What follows belongs to an exercise in optimizing a design on an open flow for a short achievable clock period and few clock cycles per item; a production flow would make more cautious choices.
The RTL was checked by simulation tests, not by an equivalence proof against the original design.
Power figures rest on the tool's default switching activity, not on a simulated workload.

[run.sh]
#!/bin/bash
# synth_recipe.tcl (not shown) runs the flow's synth.tcl, then flattens the netlist and writes it again
# the make line also repeats each setting of config.mk as NAME=value (left out here)
make -C /OpenROAD-flow-scripts/flow DESIGN_CONFIG=/design/flow/config.mk WORK_HOME=/design/flow/orfs CLKGATE_MAP_FILE= SYNTH_SCRIPT=/design/flow/synth_recipe.tcl finish
[config.mk]
export PLATFORM = sky130hd
export DESIGN_NAME = dll_tx_top
export DESIGN_NICKNAME = dll_tx_top
export VERILOG_FILES = /design/flow/design.v
export SDC_FILE = /design/flow/constraint.sdc
export NUM_CORES = 4
export LEC_CHECK = 0
export CAP_MARGIN = 20
export CORE_MARGIN = 2
export CORE_UTILIZATION = 40
export PLACE_DENSITY = 0.6
export SETUP_SLACK_MARGIN = 3.6
export SLEW_MARGIN = 20
[constraint.sdc]
create_clock -name core_clock -period 5.5 [get_ports {clk_i}]
set_input_delay 1.1000 -clock core_clock [delete_from_list [all_inputs] [get_ports {clk_i}]]
set_output_delay 1.1000 -clock core_clock [all_outputs]
set_load 0.01 [all_outputs]
[design.v]
`timescale 1ns/100ps
package dll_tx_pkg;
  typedef logic [31:0] dword_t;
  typedef logic [3:0]  keep_t;
  typedef logic [11:0] seq_num_t;
  typedef logic [7:0]  hdr_credit_t;
  typedef logic [11:0] data_credit_t;
  typedef logic [9:0]  tlp_len_t;
  typedef logic [31:0] crc_t;
  typedef enum logic [2:0] {
    CC_NONE,
    CC_P_HDR,
    CC_P_DATA,
    CC_NP_HDR,
    CC_NP_DATA,
    CC_CPL_HDR,
    CC_CPL_DATA
  } credit_class_e;
  localparam logic [7:0] TK_MRD    = 8'h00;
  localparam logic [7:0] TK_MWR    = 8'h40;
  localparam logic [7:0] TK_IORD   = 8'h02;
  localparam logic [7:0] TK_IOWR   = 8'h42;
  localparam logic [7:0] TK_CFGRD0 = 8'h04;
  localparam logic [7:0] TK_CFGWR0 = 8'h44;
  localparam logic [7:0] TK_MSG    = 8'h30;
  localparam logic [7:0] TK_MSGD   = 8'h70;
  localparam logic [7:0] TK_CPL    = 8'h0A;
  localparam logic [7:0] TK_CPLD   = 8'h4A;
  localparam int DW_PER_DATA_CREDIT = 4;
  localparam crc_t CRC_POLY = 32'hEDB88320;
endpackage
`timescale 1ns/100ps
module stream_skid_buffer
#(
  parameter int W = 33
) (
  input  logic         clk_i,
  input  logic         rst_i,
  input  logic [W-1:0] up_data,
  input  logic         up_valid,
  output logic         up_ready,
  output logic [W-1:0] dn_data,
  output logic         dn_valid,
  input  logic         dn_ready
);
  logic [W-1:0] main_data_q, skid_data_q;
  logic         main_valid_q, skid_valid_q;
  logic         ready_q;
  logic         up_fire;
  logic         dn_free;
  logic         skid_valid_d;
  assign up_fire = up_valid && ready_q;
  assign dn_free = !main_valid_q || dn_ready;
  assign skid_valid_d = dn_free ? 1'b0 : (skid_valid_q || up_fire);
  always_ff @(posedge clk_i) begin
    if (rst_i) begin
      main_valid_q <= 1'b0;
      skid_valid_q <= 1'b0;
      ready_q      <= 1'b0;
    end else begin
      if (dn_free) begin
        main_valid_q <= skid_valid_q || up_fire;
      end
      skid_valid_q <= skid_valid_d;
      ready_q      <= !skid_valid_d;
    end
  end
  always_ff @(posedge clk_i) begin
    if (dn_free) begin
      main_data_q <= skid_valid_q ? skid_data_q : up_data;
    end
    if (!skid_valid_q) begin
      skid_data_q <= up_data;
    end
  end
  assign up_ready = ready_q;
  assign dn_data  = main_data_q;
  assign dn_valid = main_valid_q;
endmodule
module stream_out_buffer
#(
  parameter int W = 34
) (
  input  logic         clk_i,
  input  logic         rst_i,
  input  logic [W-1:0] up_data,
  input  logic         up_valid,
  output logic         up_ready,
  output logic [W-1:0] dn_data,
  output logic         dn_valid,
  input  logic         dn_ready
);
  logic [W-1:0] main_data_q, hold_data_q, skid_data_q, next_data;
  logic         main_valid_q, hold_valid_q, skid_valid_q, next_valid;
  logic         ready_q;
  logic         up_fire;
  logic         dn_free;
  logic         skid_valid_d;
  assign up_fire = up_valid && ready_q;
  assign dn_free = !hold_valid_q || dn_ready;
  assign skid_valid_d = dn_free ? 1'b0 : (skid_valid_q || up_fire);
  assign next_data  = skid_valid_q ? skid_data_q : up_data;
  assign next_valid = skid_valid_q || up_fire;
  always_ff @(posedge clk_i) begin
    if (rst_i) begin
      main_valid_q <= 1'b0;
      hold_valid_q <= 1'b0;
      skid_valid_q <= 1'b0;
      ready_q      <= 1'b0;
    end else begin
      main_valid_q <= dn_free ? next_valid : hold_valid_q;
      hold_valid_q <= dn_free ? next_valid : main_valid_q;
      skid_valid_q <= skid_valid_d;
      ready_q      <= !skid_valid_d;
    end
  end
  always_ff @(posedge clk_i) begin
    main_data_q <= dn_free ? next_data : hold_data_q;
    hold_data_q <= dn_free ? next_data : main_data_q;
    if (!skid_valid_q) begin
      skid_data_q <= up_data;
    end
  end
  assign up_ready = ready_q;
  assign dn_data  = main_data_q;
  assign dn_valid = main_valid_q;
endmodule
`timescale 1ns/100ps
module fc_credit_gate
(
  input  logic         clk_i,
  input  logic         rst_i,
  input  logic         update_fc_i,
  input  dll_tx_pkg::hdr_credit_t  fc_ph_i,
  input  dll_tx_pkg::hdr_credit_t  fc_nph_i,
  input  dll_tx_pkg::hdr_credit_t  fc_cplh_i,
  input  dll_tx_pkg::data_credit_t fc_pd_i,
  input  dll_tx_pkg::data_credit_t fc_npd_i,
  input  dll_tx_pkg::data_credit_t fc_cpld_i,
  input  dll_tx_pkg::dword_t       hdr_dw0_i,   
  input  logic         take_i,      
  output logic         room_o       
);
  dll_tx_pkg::hdr_credit_t  hlim_q [3];
  dll_tx_pkg::hdr_credit_t  hused_q[3];
  dll_tx_pkg::data_credit_t dlim_q [3];
  dll_tx_pkg::data_credit_t dused_q[3];
  dll_tx_pkg::data_credit_t dsum_q [3];
  dll_tx_pkg::data_credit_t dav_q  [3];
  logic                     room_q, rst_q;
  logic [1:0]               gap_q;
  logic                     gap_ok;
  logic [2:0]               hneed_q, dneed_q;    
  logic                     one_q;               
  logic [7:0]               dreq_q;
  logic [2:0]               hok_q, cmp_q, nz_q;
  logic [7:0]               kind;
  logic [7:0]               len_credits;
  logic [2:0]               hneed, dneed;
  logic                     one;
  logic [5:0]               ok;
  function automatic dll_tx_pkg::data_credit_t add12(dll_tx_pkg::data_credit_t a,
                                                    dll_tx_pkg::data_credit_t b, logic cin);
    logic [11:0] g, p, gn, pn;
    logic [12:0] c;
    g = a & b;
    p = a ^ b;
    for (int d = 1; d < 12; d = d * 2) begin
      gn = g;
      pn = p;
      for (int i = d; i < 12; i++) begin
        gn[i] = g[i] | (p[i] & g[i - d]);
        pn[i] = p[i] & p[i - d];
      end
      g = gn;
      p = pn;
    end
    c[0] = cin;
    for (int i = 0; i < 12; i++) begin
      c[i + 1] = g[i] | (p[i] & cin);
    end
    add12 = a ^ b ^ c[11:0];
  endfunction
  assign kind        = hdr_dw0_i[7:0];
  assign len_credits = {hdr_dw0_i[17:16], hdr_dw0_i[31:26]};
  always_comb begin
    hneed = 3'b000;
    dneed = 3'b000;
    unique case (kind)
      dll_tx_pkg::TK_MRD, dll_tx_pkg::TK_IORD, dll_tx_pkg::TK_CFGRD0: hneed = 3'b010;
      dll_tx_pkg::TK_IOWR, dll_tx_pkg::TK_CFGWR0: begin hneed = 3'b010; dneed = 3'b010; end
      dll_tx_pkg::TK_MWR, dll_tx_pkg::TK_MSGD:    begin hneed = 3'b001; dneed = 3'b001; end
      dll_tx_pkg::TK_MSG:                         hneed = 3'b001;
      dll_tx_pkg::TK_CPL:                         hneed = 3'b100;
      dll_tx_pkg::TK_CPLD:                        begin hneed = 3'b100; dneed = 3'b100; end
      default: ;
    endcase
    one = dneed[1] || len_credits == '0;
  end
  always_ff @(posedge clk_i) begin
    hneed_q <= hneed;
    dneed_q <= dneed;
    one_q   <= one;
    dreq_q  <= one ? 8'd1 : len_credits;
    for (int c = 0; c < 3; c++) begin
      hok_q[c] <= hlim_q[c] != hused_q[c];
      cmp_q[c] <= (dav_q[c][11:8] != '0) || (dav_q[c][7:0] >= len_credits);
      nz_q[c]  <= dav_q[c] != '0;
    end
  end
  always_comb begin
    for (int c = 0; c < 3; c++) begin
      ok[c]     = !hneed_q[c] || hok_q[c];
      ok[3 + c] = !dneed_q[c] || (one_q ? nz_q[c] : cmp_q[c]);
    end
  end
  assign gap_ok = gap_q == 2'd3;
  always_ff @(posedge clk_i) begin
    rst_q  <= rst_i;
    room_q <= (&ok) && gap_ok && !take_i;
  end
  always_ff @(posedge clk_i) begin
    if (rst_i) begin
      gap_q <= 2'd0;
    end else if (take_i) begin
      gap_q <= 2'd0;
    end else if (!gap_ok) begin
      gap_q <= gap_q + 2'd1;
    end
  end
  always_ff @(posedge clk_i) begin
    if (update_fc_i) begin
      hlim_q[0] <= fc_ph_i;
      hlim_q[1] <= fc_nph_i;
      hlim_q[2] <= fc_cplh_i;
      dlim_q[0] <= fc_pd_i;
      dlim_q[1] <= fc_npd_i;
      dlim_q[2] <= fc_cpld_i;
    end else if (rst_q) begin
      for (int c = 0; c < 3; c++) begin
        hlim_q[c] <= '0;
        dlim_q[c] <= '0;
      end
    end
    for (int c = 0; c < 3; c++) begin
      if (rst_q) begin
        hused_q[c] <= '0;
        dused_q[c] <= '0;
      end else begin
        if (take_i && hneed_q[c]) hused_q[c] <= hused_q[c] + dll_tx_pkg::hdr_credit_t'(1);
        if (take_i && dneed_q[c]) dused_q[c] <= dsum_q[c];
      end
      dsum_q[c] <= add12(dused_q[c], {4'h0, dreq_q}, 1'b0);
      dav_q[c]  <= add12(dlim_q[c], ~dused_q[c], 1'b1);
    end
  end
  assign room_o = room_q;
endmodule
`timescale 1ns/100ps
module lcrc_dword_term
(
  input  dll_tx_pkg::dword_t d_i,
  output dll_tx_pkg::crc_t   p_o,
  output dll_tx_pkg::crc_t   q_o
);
  assign p_o[0] = d_i[1] ^ d_i[4] ^ d_i[11] ^ d_i[12] ^ d_i[13] ^ d_i[15];
  assign p_o[1] = d_i[0] ^ d_i[2] ^ d_i[3] ^ d_i[4] ^ d_i[5] ^ d_i[9] ^ d_i[10] ^ d_i[11] ^ d_i[15];
  assign p_o[2] = d_i[2] ^ d_i[5] ^ d_i[8] ^ d_i[11] ^ d_i[12] ^ d_i[13];
  assign p_o[3] = d_i[4] ^ d_i[5] ^ d_i[7] ^ d_i[9] ^ d_i[11] ^ d_i[12] ^ d_i[14] ^ d_i[15];
  assign p_o[4] = d_i[0] ^ d_i[1] ^ d_i[3] ^ d_i[4] ^ d_i[6] ^ d_i[7] ^ d_i[11] ^ d_i[12] ^ d_i[14] ^ d_i[15];
  assign p_o[5] = d_i[0] ^ d_i[1] ^ d_i[3] ^ d_i[4] ^ d_i[5] ^ d_i[7] ^ d_i[9] ^ d_i[11];
  assign p_o[6] = d_i[0] ^ d_i[2] ^ d_i[3] ^ d_i[4] ^ d_i[5] ^ d_i[6] ^ d_i[7] ^ d_i[11] ^ d_i[12] ^ d_i[13];
  assign p_o[7] = d_i[1] ^ d_i[7] ^ d_i[8] ^ d_i[12] ^ d_i[13] ^ d_i[15];
  assign p_o[8] = d_i[1] ^ d_i[3] ^ d_i[4] ^ d_i[13] ^ d_i[14];
  assign p_o[9] = d_i[3] ^ d_i[5] ^ d_i[6] ^ d_i[7] ^ d_i[8] ^ d_i[9] ^ d_i[15];
  assign p_o[10] = d_i[0] ^ d_i[1] ^ d_i[3] ^ d_i[4] ^ d_i[12] ^ d_i[13] ^ d_i[14];
  assign p_o[11] = d_i[0] ^ d_i[9] ^ d_i[13];
  assign p_o[12] = d_i[0] ^ d_i[1] ^ d_i[3] ^ d_i[8] ^ d_i[13] ^ d_i[14] ^ d_i[15];
  assign p_o[13] = d_i[0] ^ d_i[2] ^ d_i[6] ^ d_i[8] ^ d_i[15];
  assign p_o[14] = d_i[1] ^ d_i[3] ^ d_i[6] ^ d_i[7] ^ d_i[9] ^ d_i[11] ^ d_i[15];
  assign p_o[15] = d_i[0] ^ d_i[1] ^ d_i[2] ^ d_i[3] ^ d_i[4] ^ d_i[5] ^ d_i[8] ^ d_i[13] ^ d_i[14] ^ d_i[15];
  assign p_o[16] = d_i[0] ^ d_i[1] ^ d_i[2] ^ d_i[3] ^ d_i[5] ^ d_i[6] ^ d_i[7] ^ d_i[11] ^ d_i[13] ^ d_i[14];
  assign p_o[17] = d_i[2] ^ d_i[8] ^ d_i[12] ^ d_i[13];
  assign p_o[18] = d_i[0] ^ d_i[3] ^ d_i[7] ^ d_i[9] ^ d_i[14];
  assign p_o[19] = d_i[1] ^ d_i[2] ^ d_i[3] ^ d_i[4] ^ d_i[6] ^ d_i[9] ^ d_i[12] ^ d_i[13] ^ d_i[14] ^ d_i[15];
  assign p_o[20] = d_i[3] ^ d_i[6] ^ d_i[7] ^ d_i[8] ^ d_i[9] ^ d_i[12] ^ d_i[13] ^ d_i[15];
  assign p_o[21] = d_i[0] ^ d_i[1] ^ d_i[3] ^ d_i[4] ^ d_i[12] ^ d_i[13] ^ d_i[15];
  assign p_o[22] = d_i[0] ^ d_i[1] ^ d_i[2] ^ d_i[4] ^ d_i[7] ^ d_i[8] ^ d_i[11] ^ d_i[13] ^ d_i[15];
  assign p_o[23] = d_i[2] ^ d_i[3] ^ d_i[4] ^ d_i[5] ^ d_i[7] ^ d_i[8] ^ d_i[9] ^ d_i[12] ^ d_i[14] ^ d_i[15];
  assign p_o[24] = d_i[1] ^ d_i[3] ^ d_i[4] ^ d_i[7] ^ d_i[13] ^ d_i[14] ^ d_i[15];
  assign p_o[25] = d_i[2] ^ d_i[3] ^ d_i[5] ^ d_i[8] ^ d_i[9] ^ d_i[11] ^ d_i[13];
  assign p_o[26] = d_i[0] ^ d_i[2] ^ d_i[3] ^ d_i[5] ^ d_i[7] ^ d_i[9] ^ d_i[11] ^ d_i[14] ^ d_i[15];
  assign p_o[27] = d_i[0] ^ d_i[1] ^ d_i[3] ^ d_i[5] ^ d_i[6] ^ d_i[11] ^ d_i[15];
  assign p_o[28] = d_i[2] ^ d_i[3] ^ d_i[4] ^ d_i[5] ^ d_i[7] ^ d_i[8] ^ d_i[13] ^ d_i[14] ^ d_i[15];
  assign p_o[29] = d_i[1] ^ d_i[3] ^ d_i[4] ^ d_i[5] ^ d_i[6] ^ d_i[7] ^ d_i[8] ^ d_i[11] ^ d_i[12] ^ d_i[13];
  assign p_o[30] = d_i[8] ^ d_i[12] ^ d_i[13] ^ d_i[14] ^ d_i[15];
  assign p_o[31] = d_i[1] ^ d_i[4] ^ d_i[5] ^ d_i[6] ^ d_i[8] ^ d_i[11] ^ d_i[12] ^ d_i[13];
  assign q_o[0] = d_i[24] ^ d_i[26] ^ d_i[28] ^ d_i[30];
  assign q_o[1] = d_i[16] ^ d_i[20] ^ d_i[21] ^ d_i[24] ^ d_i[26] ^ d_i[31];
  assign q_o[2] = d_i[18] ^ d_i[19] ^ d_i[20] ^ d_i[21] ^ d_i[22] ^ d_i[25] ^ d_i[27] ^ d_i[28] ^ d_i[29];
  assign q_o[3] = d_i[16] ^ d_i[17] ^ d_i[19] ^ d_i[21] ^ d_i[24] ^ d_i[25] ^ d_i[27] ^ d_i[30];
  assign q_o[4] = d_i[16] ^ d_i[18] ^ d_i[23] ^ d_i[24] ^ d_i[31];
  assign q_o[5] = d_i[17] ^ d_i[18] ^ d_i[19] ^ d_i[26] ^ d_i[30];
  assign q_o[6] = d_i[16] ^ d_i[18] ^ d_i[20] ^ d_i[23] ^ d_i[24] ^ d_i[25] ^ d_i[27] ^ d_i[30];
  assign q_o[7] = d_i[16] ^ d_i[18] ^ d_i[19] ^ d_i[20] ^ d_i[22] ^ d_i[23] ^ d_i[24] ^ d_i[27] ^ d_i[28] ^ d_i[29];
  assign q_o[8] = d_i[21] ^ d_i[22] ^ d_i[23] ^ d_i[26] ^ d_i[27] ^ d_i[28];
  assign q_o[9] = d_i[16] ^ d_i[17] ^ d_i[18] ^ d_i[23] ^ d_i[26] ^ d_i[27] ^ d_i[28] ^ d_i[29] ^ d_i[30] ^ d_i[31];
  assign q_o[10] = d_i[17] ^ d_i[19] ^ d_i[20] ^ d_i[25] ^ d_i[26] ^ d_i[27] ^ d_i[30];
  assign q_o[11] = d_i[17] ^ d_i[18] ^ d_i[21] ^ d_i[22] ^ d_i[25] ^ d_i[27] ^ d_i[31];
  assign q_o[12] = d_i[17] ^ d_i[19] ^ d_i[21] ^ d_i[23] ^ d_i[24] ^ d_i[25] ^ d_i[30];
  assign q_o[13] = d_i[16] ^ d_i[17] ^ d_i[19] ^ d_i[20] ^ d_i[22] ^ d_i[24] ^ d_i[29];
  assign q_o[14] = d_i[19] ^ d_i[20] ^ d_i[22] ^ d_i[23] ^ d_i[25] ^ d_i[26] ^ d_i[27] ^ d_i[28] ^ d_i[29] ^ d_i[30] ^ d_i[31];
  assign q_o[15] = d_i[16] ^ d_i[18] ^ d_i[19] ^ d_i[20] ^ d_i[21] ^ d_i[22] ^ d_i[23] ^ d_i[24] ^ d_i[28] ^ d_i[29] ^ d_i[30] ^ d_i[31];
  assign q_o[16] = d_i[16] ^ d_i[17] ^ d_i[18] ^ d_i[21] ^ d_i[22] ^ d_i[24] ^ d_i[27] ^ d_i[30];
  assign q_o[17] = d_i[27] ^ d_i[28] ^ d_i[29] ^ d_i[31];
  assign q_o[18] = d_i[16] ^ d_i[18] ^ d_i[19] ^ d_i[20] ^ d_i[21] ^ d_i[22] ^ d_i[24] ^ d_i[26] ^ d_i[28] ^ d_i[29] ^ d_i[30] ^ d_i[31];
  assign q_o[19] = d_i[16] ^ d_i[21] ^ d_i[23] ^ d_i[24] ^ d_i[27] ^ d_i[28] ^ d_i[30];
  assign q_o[20] = d_i[18] ^ d_i[20] ^ d_i[26] ^ d_i[29] ^ d_i[30] ^ d_i[31];
  assign q_o[21] = d_i[16] ^ d_i[18] ^ d_i[19] ^ d_i[20] ^ d_i[23] ^ d_i[25] ^ d_i[26] ^ d_i[27] ^ d_i[28] ^ d_i[30];
  assign q_o[22] = d_i[17] ^ d_i[18] ^ d_i[21] ^ d_i[27] ^ d_i[29] ^ d_i[31];
  assign q_o[23] = d_i[16] ^ d_i[18] ^ d_i[21] ^ d_i[22] ^ d_i[23] ^ d_i[24] ^ d_i[25] ^ d_i[27] ^ d_i[28] ^ d_i[29];
  assign q_o[24] = d_i[18] ^ d_i[20] ^ d_i[21] ^ d_i[22] ^ d_i[23] ^ d_i[24] ^ d_i[27] ^ d_i[28];
  assign q_o[25] = d_i[16] ^ d_i[18] ^ d_i[21] ^ d_i[22] ^ d_i[23] ^ d_i[24];
  assign q_o[26] = d_i[17] ^ d_i[18] ^ d_i[19] ^ d_i[21] ^ d_i[22] ^ d_i[25] ^ d_i[26] ^ d_i[27] ^ d_i[28] ^ d_i[29] ^ d_i[30] ^ d_i[31];
  assign q_o[27] = d_i[17] ^ d_i[21] ^ d_i[22] ^ d_i[23] ^ d_i[24] ^ d_i[26] ^ d_i[27] ^ d_i[28] ^ d_i[29] ^ d_i[31];
  assign q_o[28] = d_i[16] ^ d_i[17] ^ d_i[20] ^ d_i[21] ^ d_i[23] ^ d_i[24] ^ d_i[25] ^ d_i[26] ^ d_i[31];
  assign q_o[29] = d_i[16] ^ d_i[18] ^ d_i[19] ^ d_i[20] ^ d_i[23] ^ d_i[24] ^ d_i[26] ^ d_i[27] ^ d_i[31];
  assign q_o[30] = d_i[19] ^ d_i[20] ^ d_i[22] ^ d_i[25] ^ d_i[31];
  assign q_o[31] = d_i[17] ^ d_i[18] ^ d_i[19] ^ d_i[20] ^ d_i[21] ^ d_i[22] ^ d_i[25] ^ d_i[27] ^ d_i[29];
endmodule
module lcrc_seq_term
(
  input  dll_tx_pkg::seq_num_t seq_i,
  output dll_tx_pkg::crc_t     y0_o
);
  assign y0_o[0] = 1'b1 ^ seq_i[1] ^ seq_i[3] ^ seq_i[5] ^ seq_i[9] ^ seq_i[10] ^ seq_i[11];
  assign y0_o[1] = seq_i[0] ^ seq_i[1] ^ seq_i[2] ^ seq_i[3] ^ seq_i[4] ^ seq_i[5] ^ seq_i[6] ^ seq_i[9] ^ seq_i[10] ^ seq_i[11];
  assign y0_o[2] = 1'b1 ^ seq_i[0] ^ seq_i[1] ^ seq_i[2] ^ seq_i[3] ^ seq_i[5] ^ seq_i[7] ^ seq_i[8] ^ seq_i[9] ^ seq_i[10] ^ seq_i[11];
  assign y0_o[3] = 1'b1 ^ seq_i[1] ^ seq_i[3] ^ seq_i[4] ^ seq_i[5] ^ seq_i[10] ^ seq_i[11];
  assign y0_o[4] = 1'b1 ^ seq_i[0] ^ seq_i[5] ^ seq_i[6] ^ seq_i[8] ^ seq_i[10];
  assign y0_o[5] = seq_i[0] ^ seq_i[1] ^ seq_i[3] ^ seq_i[5] ^ seq_i[7] ^ seq_i[8] ^ seq_i[9] ^ seq_i[11];
  assign y0_o[6] = 1'b1 ^ seq_i[2] ^ seq_i[6] ^ seq_i[9] ^ seq_i[10] ^ seq_i[11];
  assign y0_o[7] = 1'b1 ^ seq_i[0] ^ seq_i[5] ^ seq_i[6] ^ seq_i[8] ^ seq_i[9] ^ seq_i[11];
  assign y0_o[8] = seq_i[0] ^ seq_i[1] ^ seq_i[4] ^ seq_i[8] ^ seq_i[9];
  assign y0_o[9] = 1'b1 ^ seq_i[2] ^ seq_i[3] ^ seq_i[4];
  assign y0_o[10] = seq_i[1] ^ seq_i[2] ^ seq_i[4] ^ seq_i[6] ^ seq_i[7] ^ seq_i[8] ^ seq_i[11];
  assign y0_o[11] = 1'b1 ^ seq_i[2] ^ seq_i[5] ^ seq_i[6] ^ seq_i[10];
  assign y0_o[12] = 1'b1 ^ seq_i[5] ^ seq_i[7] ^ seq_i[11];
  assign y0_o[13] = seq_i[0] ^ seq_i[1] ^ seq_i[6] ^ seq_i[9] ^ seq_i[11];
  assign y0_o[14] = seq_i[0] ^ seq_i[5] ^ seq_i[8] ^ seq_i[9] ^ seq_i[11];
  assign y0_o[15] = 1'b1 ^ seq_i[1] ^ seq_i[2] ^ seq_i[3] ^ seq_i[4] ^ seq_i[5] ^ seq_i[6] ^ seq_i[7] ^ seq_i[11];
  assign y0_o[16] = 1'b1 ^ seq_i[0] ^ seq_i[1] ^ seq_i[3] ^ seq_i[4] ^ seq_i[6] ^ seq_i[7] ^ seq_i[8] ^ seq_i[9];
  assign y0_o[17] = seq_i[0] ^ seq_i[3] ^ seq_i[6] ^ seq_i[8] ^ seq_i[9] ^ seq_i[10];
  assign y0_o[18] = 1'b1 ^ seq_i[3] ^ seq_i[4] ^ seq_i[5] ^ seq_i[7];
  assign y0_o[19] = seq_i[0] ^ seq_i[2] ^ seq_i[4] ^ seq_i[5] ^ seq_i[6] ^ seq_i[7] ^ seq_i[8] ^ seq_i[10] ^ seq_i[11];
  assign y0_o[20] = 1'b1 ^ seq_i[0] ^ seq_i[3] ^ seq_i[4] ^ seq_i[6] ^ seq_i[8];
  assign y0_o[21] = 1'b1 ^ seq_i[2] ^ seq_i[5] ^ seq_i[6] ^ seq_i[7] ^ seq_i[10];
  assign y0_o[22] = seq_i[2] ^ seq_i[4] ^ seq_i[5] ^ seq_i[6] ^ seq_i[8] ^ seq_i[9];
  assign y0_o[23] = 1'b1 ^ seq_i[1] ^ seq_i[7] ^ seq_i[11];
  assign y0_o[24] = 1'b1 ^ seq_i[0] ^ seq_i[1] ^ seq_i[3] ^ seq_i[4] ^ seq_i[5] ^ seq_i[8] ^ seq_i[10];
  assign y0_o[25] = 1'b1 ^ seq_i[0] ^ seq_i[3] ^ seq_i[4] ^ seq_i[10];
  assign y0_o[26] = seq_i[0] ^ seq_i[1] ^ seq_i[3] ^ seq_i[5] ^ seq_i[8] ^ seq_i[9] ^ seq_i[11];
  assign y0_o[27] = 1'b1 ^ seq_i[1] ^ seq_i[2] ^ seq_i[3] ^ seq_i[4] ^ seq_i[5] ^ seq_i[6] ^ seq_i[7] ^ seq_i[9] ^ seq_i[10] ^ seq_i[11];
  assign y0_o[28] = 1'b1 ^ seq_i[0] ^ seq_i[2] ^ seq_i[3] ^ seq_i[4] ^ seq_i[5] ^ seq_i[7] ^ seq_i[9];
  assign y0_o[29] = 1'b1 ^ seq_i[0] ^ seq_i[1] ^ seq_i[2] ^ seq_i[7] ^ seq_i[8] ^ seq_i[9];
  assign y0_o[30] = seq_i[0] ^ seq_i[2] ^ seq_i[3] ^ seq_i[7] ^ seq_i[8] ^ seq_i[10] ^ seq_i[11];
  assign y0_o[31] = 1'b1 ^ seq_i[1] ^ seq_i[7] ^ seq_i[11];
endmodule
module lcrc_step
(
  input  dll_tx_pkg::crc_t y_i,
  output dll_tx_pkg::crc_t cy_o
);
  assign cy_o[0] = y_i[31];
  assign cy_o[1] = y_i[0] ^ y_i[31];
  assign cy_o[2] = y_i[1] ^ y_i[31];
  assign cy_o[3] = y_i[2];
  assign cy_o[4] = y_i[3] ^ y_i[31];
  assign cy_o[5] = y_i[4] ^ y_i[31];
  assign cy_o[6] = y_i[5];
  assign cy_o[7] = y_i[6] ^ y_i[31];
  assign cy_o[8] = y_i[7] ^ y_i[31];
  assign cy_o[9] = y_i[8];
  assign cy_o[10] = y_i[9] ^ y_i[31];
  assign cy_o[11] = y_i[10] ^ y_i[31];
  assign cy_o[12] = y_i[11] ^ y_i[31];
  assign cy_o[13] = y_i[12];
  assign cy_o[14] = y_i[13];
  assign cy_o[15] = y_i[14];
  assign cy_o[16] = y_i[15] ^ y_i[31];
  assign cy_o[17] = y_i[16];
  assign cy_o[18] = y_i[17];
  assign cy_o[19] = y_i[18];
  assign cy_o[20] = y_i[19];
  assign cy_o[21] = y_i[20];
  assign cy_o[22] = y_i[21] ^ y_i[31];
  assign cy_o[23] = y_i[22] ^ y_i[31];
  assign cy_o[24] = y_i[23];
  assign cy_o[25] = y_i[24];
  assign cy_o[26] = y_i[25] ^ y_i[31];
  assign cy_o[27] = y_i[26];
  assign cy_o[28] = y_i[27];
  assign cy_o[29] = y_i[28];
  assign cy_o[30] = y_i[29];
  assign cy_o[31] = y_i[30];
endmodule
module lcrc_out
(
  input  dll_tx_pkg::crc_t y_i,
  output dll_tx_pkg::crc_t lcrc_o
);
  assign lcrc_o[0] = ~(y_i[2] ^ y_i[4] ^ y_i[6] ^ y_i[7] ^ y_i[10] ^ y_i[11] ^ y_i[12] ^ y_i[15] ^ y_i[16] ^ y_i[17] ^ y_i[20] ^ y_i[22] ^ y_i[24] ^ y_i[27] ^ y_i[28] ^ y_i[29] ^ y_i[30] ^ y_i[31]);
  assign lcrc_o[1] = ~(y_i[2] ^ y_i[3] ^ y_i[4] ^ y_i[5] ^ y_i[6] ^ y_i[9] ^ y_i[13] ^ y_i[17] ^ y_i[18] ^ y_i[19] ^ y_i[22] ^ y_i[23] ^ y_i[25] ^ y_i[28] ^ y_i[31]);
  assign lcrc_o[2] = ~(y_i[1] ^ y_i[7] ^ y_i[8] ^ y_i[10] ^ y_i[11] ^ y_i[12] ^ y_i[13] ^ y_i[15] ^ y_i[19] ^ y_i[20] ^ y_i[26] ^ y_i[29] ^ y_i[31]);
  assign lcrc_o[3] = ~(y_i[1] ^ y_i[11] ^ y_i[13] ^ y_i[21] ^ y_i[23] ^ y_i[25] ^ y_i[26] ^ y_i[27] ^ y_i[28] ^ y_i[30] ^ y_i[31]);
  assign lcrc_o[4] = ~(y_i[1] ^ y_i[2] ^ y_i[6] ^ y_i[12] ^ y_i[16] ^ y_i[19] ^ y_i[21] ^ y_i[22] ^ y_i[24] ^ y_i[28] ^ y_i[30]);
  assign lcrc_o[5] = ~(y_i[4] ^ y_i[5] ^ y_i[9] ^ y_i[10] ^ y_i[11] ^ y_i[16] ^ y_i[17] ^ y_i[18] ^ y_i[19] ^ y_i[21] ^ y_i[23] ^ y_i[24] ^ y_i[26] ^ y_i[27] ^ y_i[28] ^ y_i[30]);
  assign lcrc_o[6] = ~(y_i[1] ^ y_i[4] ^ y_i[5] ^ y_i[7] ^ y_i[8] ^ y_i[10] ^ y_i[12] ^ y_i[13] ^ y_i[14] ^ y_i[19] ^ y_i[21] ^ y_i[23] ^ y_i[24] ^ y_i[28] ^ y_i[29] ^ y_i[30] ^ y_i[31]);
  assign lcrc_o[7] = ~(y_i[1] ^ y_i[3] ^ y_i[5] ^ y_i[6] ^ y_i[9] ^ y_i[10] ^ y_i[11] ^ y_i[12] ^ y_i[13] ^ y_i[15] ^ y_i[17] ^ y_i[19] ^ y_i[21] ^ y_i[23] ^ y_i[24] ^ y_i[25] ^ y_i[27] ^ y_i[31]);
  assign lcrc_o[8] = ~(y_i[3] ^ y_i[4] ^ y_i[5] ^ y_i[6] ^ y_i[7] ^ y_i[8] ^ y_i[9] ^ y_i[11] ^ y_i[12] ^ y_i[15] ^ y_i[16] ^ y_i[17] ^ y_i[18] ^ y_i[20] ^ y_i[21] ^ y_i[22] ^ y_i[25] ^ y_i[26] ^ y_i[29] ^ y_i[30]);
  assign lcrc_o[9] = ~(y_i[3] ^ y_i[7] ^ y_i[8] ^ y_i[9] ^ y_i[12] ^ y_i[13] ^ y_i[17] ^ y_i[18] ^ y_i[19] ^ y_i[20] ^ y_i[21] ^ y_i[22] ^ y_i[23] ^ y_i[25] ^ y_i[26] ^ y_i[27] ^ y_i[29] ^ y_i[30]);
  assign lcrc_o[10] = ~(y_i[0] ^ y_i[2] ^ y_i[4] ^ y_i[5] ^ y_i[11] ^ y_i[14] ^ y_i[16] ^ y_i[18] ^ y_i[26] ^ y_i[27] ^ y_i[29] ^ y_i[30] ^ y_i[31]);
  assign lcrc_o[11] = ~(y_i[1] ^ y_i[5] ^ y_i[7] ^ y_i[10] ^ y_i[11] ^ y_i[12] ^ y_i[14] ^ y_i[16] ^ y_i[17] ^ y_i[20] ^ y_i[22] ^ y_i[25] ^ y_i[27] ^ y_i[28] ^ y_i[29] ^ y_i[30]);
  assign lcrc_o[12] = ~(y_i[3] ^ y_i[9] ^ y_i[11] ^ y_i[15] ^ y_i[17] ^ y_i[18] ^ y_i[19] ^ y_i[20] ^ y_i[21] ^ y_i[22] ^ y_i[26] ^ y_i[29] ^ y_i[30] ^ y_i[31]);
  assign lcrc_o[13] = ~(y_i[1] ^ y_i[2] ^ y_i[3] ^ y_i[4] ^ y_i[6] ^ y_i[7] ^ y_i[8] ^ y_i[10] ^ y_i[12] ^ y_i[16] ^ y_i[18] ^ y_i[22] ^ y_i[23] ^ y_i[27] ^ y_i[29] ^ y_i[31]);
  assign lcrc_o[14] = ~(y_i[3] ^ y_i[4] ^ y_i[7] ^ y_i[9] ^ y_i[11] ^ y_i[13] ^ y_i[14] ^ y_i[18] ^ y_i[20] ^ y_i[21] ^ y_i[22] ^ y_i[26] ^ y_i[28] ^ y_i[30]);
  assign lcrc_o[15] = ~(y_i[1] ^ y_i[6] ^ y_i[8] ^ y_i[11] ^ y_i[13] ^ y_i[14] ^ y_i[16] ^ y_i[17] ^ y_i[20] ^ y_i[22] ^ y_i[23] ^ y_i[29]);
  assign lcrc_o[16] = ~(y_i[1] ^ y_i[2] ^ y_i[3] ^ y_i[7] ^ y_i[8] ^ y_i[10] ^ y_i[12] ^ y_i[13] ^ y_i[15] ^ y_i[18] ^ y_i[19] ^ y_i[21] ^ y_i[22] ^ y_i[23] ^ y_i[24] ^ y_i[26] ^ y_i[27] ^ y_i[31]);
  assign lcrc_o[17] = ~(y_i[2] ^ y_i[8] ^ y_i[9] ^ y_i[11] ^ y_i[14] ^ y_i[21] ^ y_i[22] ^ y_i[23] ^ y_i[25] ^ y_i[26] ^ y_i[29] ^ y_i[31]);
  assign lcrc_o[18] = ~(y_i[2] ^ y_i[4] ^ y_i[6] ^ y_i[8] ^ y_i[10] ^ y_i[11] ^ y_i[12] ^ y_i[14] ^ y_i[16] ^ y_i[17] ^ y_i[18] ^ y_i[20] ^ y_i[21] ^ y_i[22] ^ y_i[23] ^ y_i[25] ^ y_i[26] ^ y_i[27] ^ y_i[29]);
  assign lcrc_o[19] = ~(y_i[1] ^ y_i[2] ^ y_i[3] ^ y_i[4] ^ y_i[5] ^ y_i[6] ^ y_i[8] ^ y_i[9] ^ y_i[11] ^ y_i[13] ^ y_i[14] ^ y_i[16] ^ y_i[19] ^ y_i[21] ^ y_i[24] ^ y_i[26] ^ y_i[28] ^ y_i[29] ^ y_i[30]);
  assign lcrc_o[20] = ~(y_i[3] ^ y_i[4] ^ y_i[6] ^ y_i[8] ^ y_i[9] ^ y_i[10] ^ y_i[11] ^ y_i[12] ^ y_i[13] ^ y_i[16] ^ y_i[17] ^ y_i[19] ^ y_i[20] ^ y_i[21] ^ y_i[24] ^ y_i[25] ^ y_i[27] ^ y_i[30] ^ y_i[31]);
  assign lcrc_o[21] = ~(y_i[4] ^ y_i[5] ^ y_i[11] ^ y_i[16] ^ y_i[21] ^ y_i[22] ^ y_i[24] ^ y_i[25] ^ y_i[26] ^ y_i[28] ^ y_i[29] ^ y_i[30] ^ y_i[31]);
  assign lcrc_o[22] = ~(y_i[2] ^ y_i[3] ^ y_i[4] ^ y_i[5] ^ y_i[6] ^ y_i[7] ^ y_i[10] ^ y_i[15] ^ y_i[21] ^ y_i[22] ^ y_i[24] ^ y_i[25] ^ y_i[26] ^ y_i[28] ^ y_i[30]);
  assign lcrc_o[23] = ~(y_i[3] ^ y_i[8] ^ y_i[9] ^ y_i[12] ^ y_i[16] ^ y_i[17] ^ y_i[19] ^ y_i[20] ^ y_i[21] ^ y_i[23] ^ y_i[24]);
  assign lcrc_o[24] = ~(y_i[1] ^ y_i[5] ^ y_i[7] ^ y_i[8] ^ y_i[10] ^ y_i[11] ^ y_i[16] ^ y_i[19] ^ y_i[21] ^ y_i[23] ^ y_i[25] ^ y_i[26] ^ y_i[27] ^ y_i[28] ^ y_i[29] ^ y_i[30] ^ y_i[31]);
  assign lcrc_o[25] = ~(y_i[1] ^ y_i[4] ^ y_i[8] ^ y_i[11] ^ y_i[12] ^ y_i[13] ^ y_i[15] ^ y_i[18] ^ y_i[19] ^ y_i[22] ^ y_i[23] ^ y_i[24] ^ y_i[25] ^ y_i[26] ^ y_i[27] ^ y_i[28] ^ y_i[29]);
  assign lcrc_o[26] = ~(y_i[1] ^ y_i[2] ^ y_i[11] ^ y_i[12] ^ y_i[13] ^ y_i[15] ^ y_i[18] ^ y_i[19] ^ y_i[20] ^ y_i[23] ^ y_i[28] ^ y_i[29]);
  assign lcrc_o[27] = ~(y_i[4] ^ y_i[5] ^ y_i[8] ^ y_i[9] ^ y_i[12] ^ y_i[13] ^ y_i[14] ^ y_i[15] ^ y_i[16] ^ y_i[17] ^ y_i[18] ^ y_i[21] ^ y_i[22]);
  assign lcrc_o[28] = ~(y_i[2] ^ y_i[3] ^ y_i[8] ^ y_i[12] ^ y_i[13] ^ y_i[15] ^ y_i[16] ^ y_i[17] ^ y_i[18] ^ y_i[20] ^ y_i[21] ^ y_i[22] ^ y_i[23] ^ y_i[28] ^ y_i[29] ^ y_i[30] ^ y_i[31]);
  assign lcrc_o[29] = ~(y_i[2] ^ y_i[3] ^ y_i[5] ^ y_i[7] ^ y_i[8] ^ y_i[10] ^ y_i[12] ^ y_i[15] ^ y_i[20] ^ y_i[23] ^ y_i[25] ^ y_i[26] ^ y_i[28] ^ y_i[30] ^ y_i[31]);
  assign lcrc_o[30] = ~(y_i[2] ^ y_i[5] ^ y_i[7] ^ y_i[10] ^ y_i[11] ^ y_i[12] ^ y_i[15] ^ y_i[17] ^ y_i[18] ^ y_i[19] ^ y_i[20] ^ y_i[22] ^ y_i[24] ^ y_i[25] ^ y_i[27] ^ y_i[29] ^ y_i[30]);
  assign lcrc_o[31] = ~(y_i[2] ^ y_i[3] ^ y_i[4] ^ y_i[5] ^ y_i[9] ^ y_i[10] ^ y_i[11] ^ y_i[13] ^ y_i[14] ^ y_i[16] ^ y_i[18] ^ y_i[20] ^ y_i[22] ^ y_i[23] ^ y_i[27] ^ y_i[29] ^ y_i[31]);
endmodule
`timescale 1ns/100ps
module tlp_framer
#(
  parameter dll_tx_pkg::seq_num_t SEQ_INIT = '0
) (
  input  logic      clk_i,
  input  logic      rst_i,
  input  dll_tx_pkg::dword_t    in_data,
  input  logic      in_valid,
  input  logic      in_last,
  output logic      in_ready,
  output dll_tx_pkg::dword_t    out_data,
  output logic      out_valid,
  output logic      out_last,
  input  logic      out_ready,
  output dll_tx_pkg::dword_t    hdr_dw0_o,
  output logic      take_o,
  input  logic      room_i
);
  logic               adv, consume, take, emit, hdr_go;
  logic               st_lo_q, st_hi_q;      
  logic               first_q;               
  logic               fresh_q, fresh2_q;     
  dll_tx_pkg::seq_num_t seq_q;
  logic [15:0]        carry_q;
  dll_tx_pkg::dword_t word;
  dll_tx_pkg::dword_t p1_data_q, p2_data_q;
  logic               p1_valid_q, p1_lo_q, p1_hi_q;
  logic               p2_valid_q, p2_lo_q, p2_hi_q;
  dll_tx_pkg::crc_t   p_d, q_d, p_q, q_q;
  logic               pq_valid_q, pq_first_q;
  dll_tx_pkg::crc_t   y_q, cy, y0_d, y0_q, lcrc_d, lcrc_q;
  assign adv      = out_ready;
  assign hdr_go   = room_i && !fresh_q && !fresh2_q;
  assign consume  = adv && !st_lo_q && !st_hi_q && in_valid && (!first_q || hdr_go);
  assign take     = consume && first_q;
  assign emit     = consume || st_lo_q || st_hi_q;
  assign in_ready = consume;
  assign take_o   = take;
  always_comb begin
    if (st_lo_q) begin
      word = {16'h0, carry_q};
    end else if (st_hi_q) begin
      word = '0;
    end else if (first_q) begin
      word = {in_data[15:0], seq_q[7:0], 4'h0, seq_q[11:8]};
    end else begin
      word = {in_data[15:0], carry_q};
    end
  end
  always_ff @(posedge clk_i) begin
    if (rst_i) begin
      st_lo_q    <= 1'b0;
      st_hi_q    <= 1'b0;
      first_q    <= 1'b1;
      fresh_q    <= 1'b1;
      fresh2_q   <= 1'b1;
      seq_q      <= SEQ_INIT;
      p1_valid_q <= 1'b0;
      p2_valid_q <= 1'b0;
      pq_valid_q <= 1'b0;
    end else begin
      fresh_q  <= consume || !in_valid;
      fresh2_q <= fresh_q;
      if (consume) begin
        first_q <= in_last;
      end
      if (adv) begin
        st_lo_q    <= consume && in_last;
        st_hi_q    <= st_lo_q;
        p1_valid_q <= emit;
        p2_valid_q <= p1_valid_q;
        pq_valid_q <= consume;
        if (pq_valid_q && pq_first_q) begin
          seq_q <= seq_q + dll_tx_pkg::seq_num_t'(1);
        end
      end
    end
  end
  lcrc_dword_term lcrc_dword_term_i (
    .d_i (in_data),
    .p_o (p_d),
    .q_o (q_d)
  );
  lcrc_seq_term lcrc_seq_term_i (
    .seq_i (seq_q),
    .y0_o  (y0_d)
  );
  lcrc_step lcrc_step_i (
    .y_i  (y_q),
    .cy_o (cy)
  );
  lcrc_out lcrc_out_i (
    .y_i    (y_q),
    .lcrc_o (lcrc_d)
  );
  always_ff @(posedge clk_i) begin
    y0_q <= y0_d;
    if (consume) begin
      carry_q <= in_data[31:16];
    end
    if (adv) begin
      p1_data_q  <= word;
      p1_lo_q    <= st_lo_q;
      p1_hi_q    <= st_hi_q;
      p2_data_q  <= p1_data_q;
      p2_lo_q    <= p1_lo_q;
      p2_hi_q    <= p1_hi_q;
      p_q        <= p_d;
      q_q        <= q_d;
      pq_first_q <= first_q;
      lcrc_q     <= lcrc_d;
      if (pq_valid_q) begin
        y_q <= (pq_first_q ? y0_q : cy) ^ p_q ^ q_q;
      end
    end
  end
  assign out_valid = p2_valid_q;
  assign out_last  = p2_hi_q;
  assign out_data  = p2_lo_q ? {lcrc_q[15:0], p2_data_q[15:0]} :
                     p2_hi_q ? {16'h0, lcrc_q[31:16]} : p2_data_q;
  assign hdr_dw0_o = in_data;
endmodule
`timescale 1ns/100ps
module dll_tx_top
#(
  parameter dll_tx_pkg::seq_num_t SEQ_INIT = '0
) (
  input  logic         clk_i,
  input  logic         rst_i,
  input  dll_tx_pkg::dword_t       s_tdata_i,
  input  logic         s_tvalid_i,
  input  logic         s_tlast_i,
  output logic         s_tready_o,
  output dll_tx_pkg::dword_t       m_tdata_o,
  output dll_tx_pkg::keep_t        m_tkeep_o,
  output logic         m_tvalid_o,
  output logic         m_tlast_o,
  input  logic         m_tready_i,
  output dll_tx_pkg::seq_num_t     seq_num_o,
  input  logic         update_fc_i,
  input  dll_tx_pkg::hdr_credit_t  fc_ph_i,
  input  dll_tx_pkg::hdr_credit_t  fc_nph_i,
  input  dll_tx_pkg::hdr_credit_t  fc_cplh_i,
  input  dll_tx_pkg::data_credit_t fc_pd_i,
  input  dll_tx_pkg::data_credit_t fc_npd_i,
  input  dll_tx_pkg::data_credit_t fc_cpld_i
);
  dll_tx_pkg::dword_t in_data,  out_data;
  logic   in_valid, out_valid;
  logic   in_last,  out_last;
  logic   in_ready, out_ready;
  logic   m_khi;
  dll_tx_pkg::dword_t hdr_dw0;
  logic   take, room;
  dll_tx_pkg::seq_num_t oseq_q, oseq_hold_q;
  logic   oseq_inc;
  stream_skid_buffer #(.W(33)) in_buf_i (
    .clk_i    (clk_i),
    .rst_i    (rst_i),
    .up_data  ({s_tlast_i, s_tdata_i}),
    .up_valid (s_tvalid_i),
    .up_ready (s_tready_o),
    .dn_data  ({in_last, in_data}),
    .dn_valid (in_valid),
    .dn_ready (in_ready)
  );
  tlp_framer #(.SEQ_INIT(SEQ_INIT)) tlp_framer_i (
    .clk_i     (clk_i),
    .rst_i     (rst_i),
    .in_data   (in_data),
    .in_valid  (in_valid),
    .in_last   (in_last),
    .in_ready  (in_ready),
    .out_data  (out_data),
    .out_valid (out_valid),
    .out_last  (out_last),
    .out_ready (out_ready),
    .hdr_dw0_o (hdr_dw0),
    .take_o    (take),
    .room_i    (room)
  );
  fc_credit_gate fc_credit_gate_i (
    .clk_i       (clk_i),
    .rst_i       (rst_i),
    .update_fc_i (update_fc_i),
    .fc_ph_i     (fc_ph_i),
    .fc_nph_i    (fc_nph_i),
    .fc_cplh_i   (fc_cplh_i),
    .fc_pd_i     (fc_pd_i),
    .fc_npd_i    (fc_npd_i),
    .fc_cpld_i   (fc_cpld_i),
    .hdr_dw0_i   (hdr_dw0),
    .take_i      (take),
    .room_o      (room)
  );
  stream_out_buffer #(.W(34)) out_buf_i (
    .clk_i    (clk_i),
    .rst_i    (rst_i),
    .up_data  ({!out_last, out_last, out_data}),
    .up_valid (out_valid),
    .up_ready (out_ready),
    .dn_data  ({m_khi, m_tlast_o, m_tdata_o}),
    .dn_valid (m_tvalid_o),
    .dn_ready (m_tready_i)
  );
  assign m_tkeep_o = {m_khi, m_khi, 2'b11};
  assign oseq_inc = out_valid && out_ready && out_last;
  always_ff @(posedge clk_i) begin
    if (rst_i) begin
      oseq_q      <= SEQ_INIT;
      oseq_hold_q <= SEQ_INIT;
    end else begin
      oseq_q      <= oseq_inc ? oseq_hold_q + dll_tx_pkg::seq_num_t'(1) : oseq_hold_q;
      oseq_hold_q <= oseq_inc ? oseq_hold_q + dll_tx_pkg::seq_num_t'(1) : oseq_q;
    end
  end
  assign seq_num_o = oseq_q;
endmodule
==> results of run 1 <==
==> final cells by class <==
type,count,area share
well taps,1040,0.0313
multi-input cells,1852,0.394
inverters,75,0.00707
clock inverters,35,0.00858
flip-flops and latches,683,0.406
repair buffers,431,0.104
clock buffers,98,0.0494
==> synthesized netlist by cell type, drive strengths merged (34+ instances only) <==
cell type  number  area, µm²
o21ai          91        455
and2           97        607
mux2i          53        531
inv            75        282
nor2          117        439
ha            101       1260
clkbuf         84        315
nand3          51        255
buf            67        347
mux2           34        383
xor2          197       1750
a21oi          89        445
nand2         213        800
dfxtp         377       7550
edfxtp        306       9190
xnor2         511       4510
a21o           41        308
==> through the flow <==
stage | util | power (µW) | hold slack (ps) | area [µm²] | setup slack [ps]
final | 0.538 | 13200 | 407 | 41600 | 3340
after global routing | 0.538 | 13700 | 437 | 41600 | 3290
after CTS | 0.511 | 13200 | 412 | 39500 | 3300
after detailed placement | 0.434 | 8050 | 406 | 33500 | 2350
after global placement | 0.434 | 8010 | 403 | 33500 | 2420
after floorplan | - | 7440 | 399 | 31400 | 2610
==> state kept, by name, summed over array words and instances, names as in the netlist, 33 cells and up <==
signal / flops
in_buf_i.main_data_q: 33
out_buf_i.skid_data_q: 34
in_buf_i.skid_data_q: 33
out_buf_i.main_data_q: 34
fc_credit_gate_i.dav_q: 36
fc_credit_gate_i.dused_q: 36
out_buf_i.hold_data_q: 34
fc_credit_gate_i.dsum_q: 36
fc_credit_gate_i.dlim_q: 36
==> worst paths after layout <==
| kind | startpoint | to | slack (ps) | cells past startpoint |
|---|---|---|---|---|
| max | out_buf_i.main_data_q[33] | m_tkeep_o[2] | 3340 | 1 |
| min | out_buf_i.hold_data_q[14] | out_buf_i.main_data_q[14] | 410 | 1 |
| max reg2reg | fc_credit_gate_i.dlim_q[2][0] | fc_credit_gate_i.dav_q[2][11] | 3440 | 7 |
| min reg2reg | out_buf_i.hold_data_q[14] | out_buf_i.main_data_q[14] | 410 | 1 |
==> metal layers <==
layer	share of wire	wire length, µm
met1	0.42	34000
met2	0.50	40600
met3	0.035	2850
met4	0.038	3090
met5	0	0
==> cells by family (layout without fill, tap and decap cells) <==
group / after synthesis / in the layout / synth area share
and+or+nand+nor: 626 / 634 / 0.0967
buffers and inverters: 226 / 639 / 0.0303
AOI/OAI and AO/OA: 317 / 317 / 0.0624
other: 1 / 2 / 0.000120
DFF: 683 / 683 / 0.538
xor gates and xnor gates: 708 / 708 / 0.201
muxes: 87 / 87 / 0.0293
adders and majority gates: 104 / 104 / 0.0425
==> power by group <==
group	internal, µW	switching, µW
Clock	2920	2020
Combinational	1050	1050
Sequential	5900	262
==> repair_timing <==
item                                    4_1_cts  5_1_grt
setup buffers                               167       92
hold buffers                                  0        0
endpoints found under the setup margin      618      386
resized for setup                           592      257
cloned                                       15        4
pin swaps                                   137      143
==> results_tabular.tex, run 1 <==
\begin{tabular}{lr}
\hline
Metric & Value \\
\hline
\multicolumn{2}{l}{\textbf{Floorplanning}} \\
\quad Vertical extent of the die & $\sim$280 µm \\
\quad Number of placement rows & 102 \\
\quad X dimension of the die & between 200 and 300 µm \\
\quad Starting density of the core & 0.403 \\
\quad Core Footprint & 77200 µm² \\
\quad Full die area & 80100 µm² \\
\quad Count of boundary I/O pins & 149 \\
\multicolumn{2}{l}{\textbf{Critical path}} \\
\quad Worst setup path category & flop to primary output \\
\quad Worst stage delay on the critical path & 350 ps \\
\quad Number of buffers and inverters on the critical path & 1 \\
\quad Type of element capturing the critical path & primary output \\
\quad Critical Path RT & 4400 ps \\
\quad Crit path max-delay family & flip-flops \\
\quad Largest fanout on the critical path & 3 \\
\quad Cells along the critical path & buf\_6 \\
\quad Crit path DAT & 1060 ps \\
\quad Kind of start point of the critical path & flop \\
\quad Critical path's slowest cell & sky130\_fd\_sc\_hd\_\_dfxtp\_2 \\
\multicolumn{2}{l}{\textbf{Finish}} \\
\quad Ratio of cells with drive above 1 in the final layout & 0.300 \\
\quad Final-layout fill cell count & 6299 \\
\quad Non-Filler Instances & 4214 \\
\quad Net total in the final layout & 3319 \\
\quad Syn-to-layout area delta & 33.6\% \\
\quad Area of all sequential standard cells & 16900 µm² \\
\quad Area used by multi-input combinational logic & roughly 16000 µm² \\
\quad Most frequent standard cell in the layout excluding fill and tap cells & sky130\_fd\_sc\_hd\_\_xnor2\_1 \\
\quad Ant diodes & 0 \\
\quad Top library cells by usage in the layout, fill and taps aside & sky130\_fd\_sc\_hd\_\_xnor2\_1, sky130\_fd\_sc\_hd\_\_edfxtp\_1, sky130\_fd\_sc\_hd\_\_dfxtp\_1 \\
\multicolumn{2}{l}{\textbf{Place}} \\
\quad Routability cong. & 0.908 \\
\quad Post-DP HPWL & around 51000 µm \\
\quad Cell count after placement & between 3000 and 4000 \\
\quad Number of port buffers & between 100 and 150 \\
\multicolumn{2}{l}{\textbf{Clocking}} \\
\quad Latest clock arrival within the worst-skew pair & 610 ps \\
\quad Deepest clock path buffer count & 3 \\
\quad Number of buffers inserted during clock tree synthesis & 74 \\
\quad Clk root buf & sky130\_fd\_sc\_hd\_\_clkbuf\_16 \\
\quad Sink Count & between 600 and 700 \\
\quad CTS tree & built \\
\quad H-tree levels & 3 \\
\quad Clock edge transition at the registers on the reported setup and hold paths & 60 ps \\
\multicolumn{2}{l}{\textbf{STA}} \\
\quad Count of final max-slew check failures & 0 \\
\quad Number of setup violations in the final report & 0 \\
\quad Remaining max-slew budget at the tightest pin & 0.179 \\
\quad Transition time at the pin with the least slew margin & about 1200 ps \\
\quad Final period utilization & 0.393 \\
\quad Setup clock skew after layout & between 30 and 40 ps \\
\quad Sum of negative setup slack & 0 ps \\
\quad RSZ-0062 raised after global routing & yes \\
\quad Total count of hold-check failures in the final report & 0 \\
\quad Final critical delay including setup and external delays & 2160 ps \\
\quad Max Fclk & 0.463 GHz \\
\multicolumn{2}{l}{\textbf{GRT}} \\
\quad Met3 track demand over resource & 0.0242 \\
\quad Total routing usage reported by global routing & 0.191 \\
\quad Initial antenna violation count & 1 \\
\quad Global route hottest layer & met2 \\
\quad Global Route met2 Usage & 0.339 \\
\quad Wire length of the first global-routing pass & 120000 µm \\
\quad Global-route congestion overflow total & 0 \\
\quad Maximum number of pins on one net before global-route repair & 69 \\
\quad Number of global-route vias before repair & about 21000 \\
\quad GR Util met1 & 0.239 \\
\multicolumn{2}{l}{\textbf{Synth}} \\
\quad Count of flip-flops with a built-in enable after synthesis & 306 \\
\quad Average footprint of a synthesized cell & 11.3 µm² \\
\quad Main flop type after synthesis & sky130\_fd\_sc\_hd\_\_dfxtp\_1 \\
\quad Number of synthesized register bits & 683 \\
\quad Synth warnings & 11 \\
\quad Syn Inst Count & roughly 2800 \\
\quad Cell Area, Synth & 31100 µm² \\
\quad Number of library cell types mapped by synthesis & 54 \\
\quad Sequential element share of the synthesized area & 0.538 \\
\quad Share of flip-flops with an asynchronous set or reset after synthesis & 0 \\
\multicolumn{2}{l}{\textbf{Power and ir drop}} \\
\quad Peak supply drop & around 0.25 mV \\
\quad Leak Pwr & 0.0157 µW \\
\quad Cell Pwr Density & 318 nW/µm² \\
\multicolumn{2}{l}{\textbf{Routing}} \\
\quad Via Count & around 21000 \\
\quad Total wire length after detailed routing & 80500 µm \\
\quad First DRT Iteration DRCs & between 1000 and 1500 \\
\quad Routed vias/inst & 4.90 \\
\quad Number of detailed-route iterations in the first pass & 5 \\
\quad DRC viols & 0 \\
\quad Drt wl/cell & 19.1 µm \\
\quad Antenna Violating Nets Remaining & 0 \\
\multicolumn{2}{l}{\textbf{Outcome}} \\
\quad Outcome & complete, no violations \\
\multicolumn{2}{l}{\textbf{Run}} \\
\quad Total of max-cap violations & 0 \\
\multicolumn{2}{l}{\textbf{Hold path}} \\
\quad Path class of the lowest-slack min-delay path & flop to flop \\
\hline
\end{tabular}
Testbench counts, summed over its fixed seeds: cycles 21,868, items 2,400.
==> inputs of run 2 (changes only) <==
--- a/config.mk
+++ b/config.mk
@@ -9,4 +9,4 @@
 export CORE_MARGIN = 2
-export CORE_UTILIZATION = 40
-export PLACE_DENSITY = 0.6
+export CORE_UTILIZATION = 75
+export PLACE_DENSITY = 0.85
 export SETUP_SLACK_MARGIN = 3.6
==> results_tabular.tex, run 2 <==
\begin{tabular}{lr}
\hline
Metric & Value \\
\hline
\multicolumn{2}{l}{\textbf{Outcome}} \\
\quad Outcome & aborted with a tool error \\
\quad Stage where the flow stopped & global routing (5\_1\_grt) \\
\quad Stop Error & [ERROR DPL-0038] Utilization greater than 100\%, impossible to legalize \\
\multicolumn{2}{l}{\textbf{Synth}} \\
\quad Post-synth top area cell & sky130\_fd\_sc\_hd\_\_edfxtp\_1 \\
\quad Leading cell types by total area after synthesis & sky130\_fd\_sc\_hd\_\_edfxtp\_1, sky130\_fd\_sc\_hd\_\_dfxtp\_1, sky130\_fd\_sc\_hd\_\_xnor2\_1, sky130\_fd\_sc\_hd\_\_xor2\_1, sky130\_fd\_sc\_hd\_\_ha\_1 \\
\quad Count of flip-flops with a built-in enable after synthesis & 306 (unchanged) \\
\quad Main flop type after synthesis & sky130\_fd\_sc\_hd\_\_dfxtp\_1 \\
\quad Number of synthesized register bits & 683 (unchanged) \\
\quad Post-synth top area share & 0.295 (unchanged) \\
\quad Synth warnings & 11 (unchanged) \\
\quad Average footprint of a synthesized cell & 11.3 µm² (unchanged) \\
\quad Syn Inst Count & 2752 (unchanged) \\
\quad Sequential element share of the synthesized area & 0.538 (unchanged) \\
\quad Most instantiated library cell after synthesis & sky130\_fd\_sc\_hd\_\_xnor2\_1 \\
\quad Number of library cell types mapped by synthesis & 54 (unchanged) \\
\quad Top cells by count, synth & sky130\_fd\_sc\_hd\_\_xnor2\_1, sky130\_fd\_sc\_hd\_\_dfxtp\_1, sky130\_fd\_sc\_hd\_\_edfxtp\_1 \\
\quad Cell Area, Synth & 31100 µm² (unchanged) \\
\quad Share of flip-flops with an asynchronous set or reset after synthesis & 0 (unchanged) \\
\multicolumn{2}{l}{\textbf{Floorplanning}} \\
\quad Count of boundary I/O pins & 149 (unchanged) \\
\quad Vertical extent of the die & 208 µm (-27\%) \\
\quad Starting density of the core & 0.761 (+0.357) \\
\quad Number of placement rows & 74 (-27\%) \\
\quad X dimension of the die & 208 µm (-27\%) \\
\multicolumn{2}{l}{\textbf{STA}} \\
\quad Worst End Pin Type & register input \\
\quad Grt repair worst endpoint & fc\_credit\_gate\_i.dav\_q[0][11]\$\_DFF\_P\_/D \\
\multicolumn{2}{l}{\textbf{GRT}} \\
\quad Maximum number of pins on one net before global-route repair & 85 \\
\multicolumn{2}{l}{\textbf{Place}} \\
\quad Placed Area & 32900 µm² (-1.9\%) \\
\quad Post-DP HPWL & 50300 µm (-1.6\%) \\
\quad Routability cong. & 0.935 (+3.1\%) \\
\quad Number of port buffers & 146 (unchanged) \\
\multicolumn{2}{l}{\textbf{Clocking}} \\
\quad Number of buffers inserted during clock tree synthesis & 69 (-6.8\%) \\
\quad H-tree levels & 3 (unchanged) \\
\quad Clk root buf & sky130\_fd\_sc\_hd\_\_clkbuf\_16 \\
\quad Sink Count & 683 (unchanged) \\
\quad Deepest clock path buffer count & 3 (unchanged) \\
\hline
\end{tabular}
## run 2: cell counts after synthesis
Identical to the previous run, type by type.
## run 2: logic make-up after synthesis
logic type	synth area share
AO/OA/AOI/OAI	0.0624
multiplexers	0.0293
adder cells (fa/ha/maj)	0.0425
XOR/XNOR	0.201
flip-flops	0.538
buffers and inverters	0.0303
other	0.000120
AND/OR/NAND/NOR	0.0967
## run 2: stage by stage
step	setup WS, ps	hold WS [ps]	std cells	util
floorplan	2610	399	2753	-
global placement	2550	403	3293	0.804
detailed placement	2460	405	3293	0.804
CTS	3310	408	3614	0.942
## run 2: worst max path at each step
stage,start,depth (start not counted),end,slack [ps]
after detailed placement,out_buf_i.ready_q,6,fc_credit_gate_i.dused_q[2][9],2460
after CTS,fc_credit_gate_i.dlim_q[0][0],7,fc_credit_gate_i.dav_q[0][11],3310
after global placement,out_buf_i.ready_q,6,fc_credit_gate_i.dused_q[2][0],2550
after floorplan,out_buf_i.ready_q,7,fc_credit_gate_i.hused_q[2][3],2610
## run 2: repair_timing
action / 4_1_cts
setup buffers: 186
setup endpoints to repair: 584
pin swaps: 88
resized for setup: 568
gates cloned: 7
hold buffers: 0
## run 2: power by group through the flow
stage                     logic [µW]  clock network (µW)  registers [µW]
after floorplan                 1290                   0            6150
after global placement          1610                   0            6270
after detailed placement        1690                   0            6290
after CTS                       1960                4830            6170
==> inputs of run 3 (changes only) <==
--- a/config.mk
+++ b/config.mk
@@ -9,4 +9,4 @@
 export CORE_MARGIN = 2
-export CORE_UTILIZATION = 75
-export PLACE_DENSITY = 0.85
+export CORE_UTILIZATION = 55
+export PLACE_DENSITY = 0.7
 export SETUP_SLACK_MARGIN = 3.6
==> results_tabular.tex, run 3 <==
\begin{tabular}{lr}
\hline
Metric & Value \\
\hline
\multicolumn{2}{l}{\textbf{Finish}} \\
\quad Ant diodes & 0 \\
\quad Final-layout fill cell count & 3613 \\
\quad Most frequent standard cell in the layout excluding fill and tap cells & sky130\_fd\_sc\_hd\_\_xnor2\_1 \\
\quad Ratio of cells with drive above 1 in the final layout & 0.292 \\
\quad Area of all sequential standard cells & roughly 17000 µm² \\
\quad Top library cells by usage in the layout, fill and taps aside & sky130\_fd\_sc\_hd\_\_xnor2\_1, sky130\_fd\_sc\_hd\_\_edfxtp\_1, sky130\_fd\_sc\_hd\_\_dfxtp\_1 \\
\quad Net total in the final layout & 3308 \\
\quad Share of the core filled with cells & 0.736 \\
\multicolumn{2}{l}{\textbf{STA}} \\
\quad Sum of negative setup slack & 0 ps \\
\quad Max Fclk & 0.459 GHz \\
\quad Number of setup violations in the final report & 0 \\
\quad Final period utilization & 0.396 \\
\quad Count of final max-slew check failures & 0 \\
\quad Total count of hold-check failures in the final report & 0 \\
\quad Setup slack of the critical path after layout & roughly 3300 ps \\
\quad Transition time at the pin with the least slew margin & 1380 ps \\
\multicolumn{2}{l}{\textbf{Routing}} \\
\quad Total wire length after detailed routing & 82400 µm \\
\quad Via Count & 21100 \\
\quad Drt wl/cell & 21.0 µm \\
\quad Routed vias/inst & 5.38 \\
\quad DRC viols & 0 \\
\quad Number of detailed-route iterations in the first pass & 5 \\
\multicolumn{2}{l}{\textbf{Power and ir drop}} \\
\quad Power share of the combinational group & 0.153 \\
\quad Leak Pwr & 0.0158 µW \\
\quad Net Sw Frac & 0.249 \\
\quad Cell internal pwr & 9890 µW \\
\multicolumn{2}{l}{\textbf{Place}} \\
\quad Post-DP HPWL & 49300 µm (-1.9\%) \\
\quad Placed Area & 33200 µm² (+0.84\%) \\
\quad Number of port buffers & 146 (unchanged) \\
\quad Pre-CTS setup slack & 2580 ps (+117 ps) \\
\quad Routability cong. & 0.920 (-1.7\%) \\
\multicolumn{2}{l}{\textbf{Critical path}} \\
\quad Cells along the critical path & buf\_6 \\
\quad Critical Path RT & 4400 ps \\
\quad Type of element capturing the critical path & primary output \\
\quad Kind of start point of the critical path & flop \\
\quad R2R Setup Slk & 3390 ps \\
\multicolumn{2}{l}{\textbf{Synth}} \\
\quad Main flop type after synthesis & sky130\_fd\_sc\_hd\_\_dfxtp\_1 \\
\quad Leading cell types by total area after synthesis & sky130\_fd\_sc\_hd\_\_edfxtp\_1, sky130\_fd\_sc\_hd\_\_dfxtp\_1, sky130\_fd\_sc\_hd\_\_xnor2\_1, sky130\_fd\_sc\_hd\_\_xor2\_1, sky130\_fd\_sc\_hd\_\_ha\_1 \\
\quad Count of flip-flops with a built-in enable after synthesis & 306 (unchanged) \\
\quad Post-synth top area share & 0.295 (unchanged) \\
\quad Top cells by count, synth & sky130\_fd\_sc\_hd\_\_xnor2\_1, sky130\_fd\_sc\_hd\_\_dfxtp\_1, sky130\_fd\_sc\_hd\_\_edfxtp\_1 \\
\quad Number of library cell types mapped by synthesis & 54 (unchanged) \\
\quad Post-synth top area cell & sky130\_fd\_sc\_hd\_\_edfxtp\_1 \\
\quad Average footprint of a synthesized cell & 11.3 µm² (unchanged) \\
\quad Share of flip-flops with an asynchronous set or reset after synthesis & 0 (unchanged) \\
\quad Sequential element share of the synthesized area & 0.538 (unchanged) \\
\quad Synth warnings & 11 (unchanged) \\
\quad Number of synthesized register bits & 683 (unchanged) \\
\quad Cell Area, Synth & 31100 µm² (unchanged) \\
\quad Most instantiated library cell after synthesis & sky130\_fd\_sc\_hd\_\_xnor2\_1 \\
\quad Syn Inst Count & 2752 (unchanged) \\
\multicolumn{2}{l}{\textbf{Floorplanning}} \\
\quad Core Footprint & approximately 56000 µm² \\
\quad Vertical extent of the die & 242 µm (+16\%) \\
\quad Starting density of the core & 0.554 (-0.206) \\
\quad Number of placement rows & 87 (+18\%) \\
\quad X dimension of the die & 242 µm (+16\%) \\
\quad Count of boundary I/O pins & 149 (unchanged) \\
\multicolumn{2}{l}{\textbf{Clocking}} \\
\quad Deepest clock path buffer count & 3 (unchanged) \\
\quad Number of buffers inserted during clock tree synthesis & 73 (+5.8\%) \\
\quad Clk root buf & sky130\_fd\_sc\_hd\_\_clkbuf\_16 \\
\quad Latest clock arrival within the worst-skew pair & 630 ps \\
\quad H-tree levels & 3 (unchanged) \\
\quad Hold buffer count at CTS & 0 (unchanged) \\
\quad Sink Count & 683 (unchanged) \\
\multicolumn{2}{l}{\textbf{Outcome}} \\
\quad Outcome & complete, no violations \\
\multicolumn{2}{l}{\textbf{GRT}} \\
\quad Initial antenna violation count & 0 \\
\quad Maximum number of pins on one net before global-route repair & 78 \\
\quad Wire length of the first global-routing pass & 119000 µm \\
\quad Total routing usage reported by global routing & 0.261 \\
\multicolumn{2}{l}{\textbf{Hold path}} \\
\quad Startpoint of the worst hold path & tlp\_framer\_i.p1\_data\_q[7] \\
\multicolumn{2}{l}{\textbf{Run}} \\
\quad Total of max-cap violations & 0 \\
\hline
\end{tabular}
-- run 3: cell counts after synthesis --
No cell type changed its count.
-- run 3: worst paths after layout --
check                                                 endpoint  cells after the start
worst max register to register  fc_credit_gate_i.hused_q[2][7]                      7
worst max-delay path                              m_tkeep_o[3]                      1
worst min register to register       tlp_framer_i.p2_data_q[7]                      0
worst min-delay path                 tlp_framer_i.p2_data_q[7]                      0
-- run 3: cells by family after synthesis --
family / after synthesis / synth area share
other cells: 1 / 0.000120
buf+inv: 226 / 0.0303
xor+xnor: 708 / 0.201
mux: 87 / 0.0293
fa+ha+maj: 104 / 0.0425
simple gates: 626 / 0.0967
compound gates: 317 / 0.0624
flops: 683 / 0.538
-- run 3: routing by layer --
layer,vias to the layer above,track usage,part of all wire
li1,9970,-,-
met1,10200,0.317,0.39
met2,641,0.463,0.51
met3,239,0.0408,0.046
met4,0,0.109,0.055
met5,-,0,0
-- run 3: timing repair --
action                                  4_1_cts  5_1_grt
cloned                                       12        3
gates resized for setup                     598      254
setup buffers                               163       92
endpoints found under the setup margin      561      311
pin swaps                                   145      137
-- run 3: layout make-up --
cell class	count	area share
well taps	756	0.0229
clock inverters	24	0.00618
inverters	75	0.00712
clock buffers	109	0.0527
flip-flops and latches	683	0.408
repair buffers	423	0.106
multi-input cells	1850	0.398
-- run 3: worst register-to-register path, cell delays in order (launching register included) --
cell,delay (ps)
sky130_fd_sc_hd__dfxtp_1,310
sky130_fd_sc_hd__or3b_1,470
sky130_fd_sc_hd__nor4_4,360
sky130_fd_sc_hd__buf_12,200
sky130_fd_sc_hd__and2_4,210
sky130_fd_sc_hd__nand4_1,150
sky130_fd_sc_hd__xor2_1,230
sky130_fd_sc_hd__nor2_1,50
-- run 3: stage by stage --
stage | total power (µW) | hold WS [ps] | instances
2_1_floorplan | 7440 | 399 | 2753
3_5_place_dp | 8000 | 405 | 3517
3_3_place_gp | 7950 | 402 | 3517
6_report | 13200 | 416 | 3920
4_1_cts | 13100 | 417 | 3825
5_1_grt | 13600 | 423 | 3920
-- run 3: power by group through the flow --
stage / combinational (µW) / sequential [µW] / clock (µW)
finish: 2010 / 6180 / 4970
global placement: 1660 / 6290 / 0
floorplan: 1290 / 6150 / 0
detailed placement: 1710 / 6300 / 0
CTS: 1910 / 6170 / 5020
global route: 2180 / 6210 / 5240
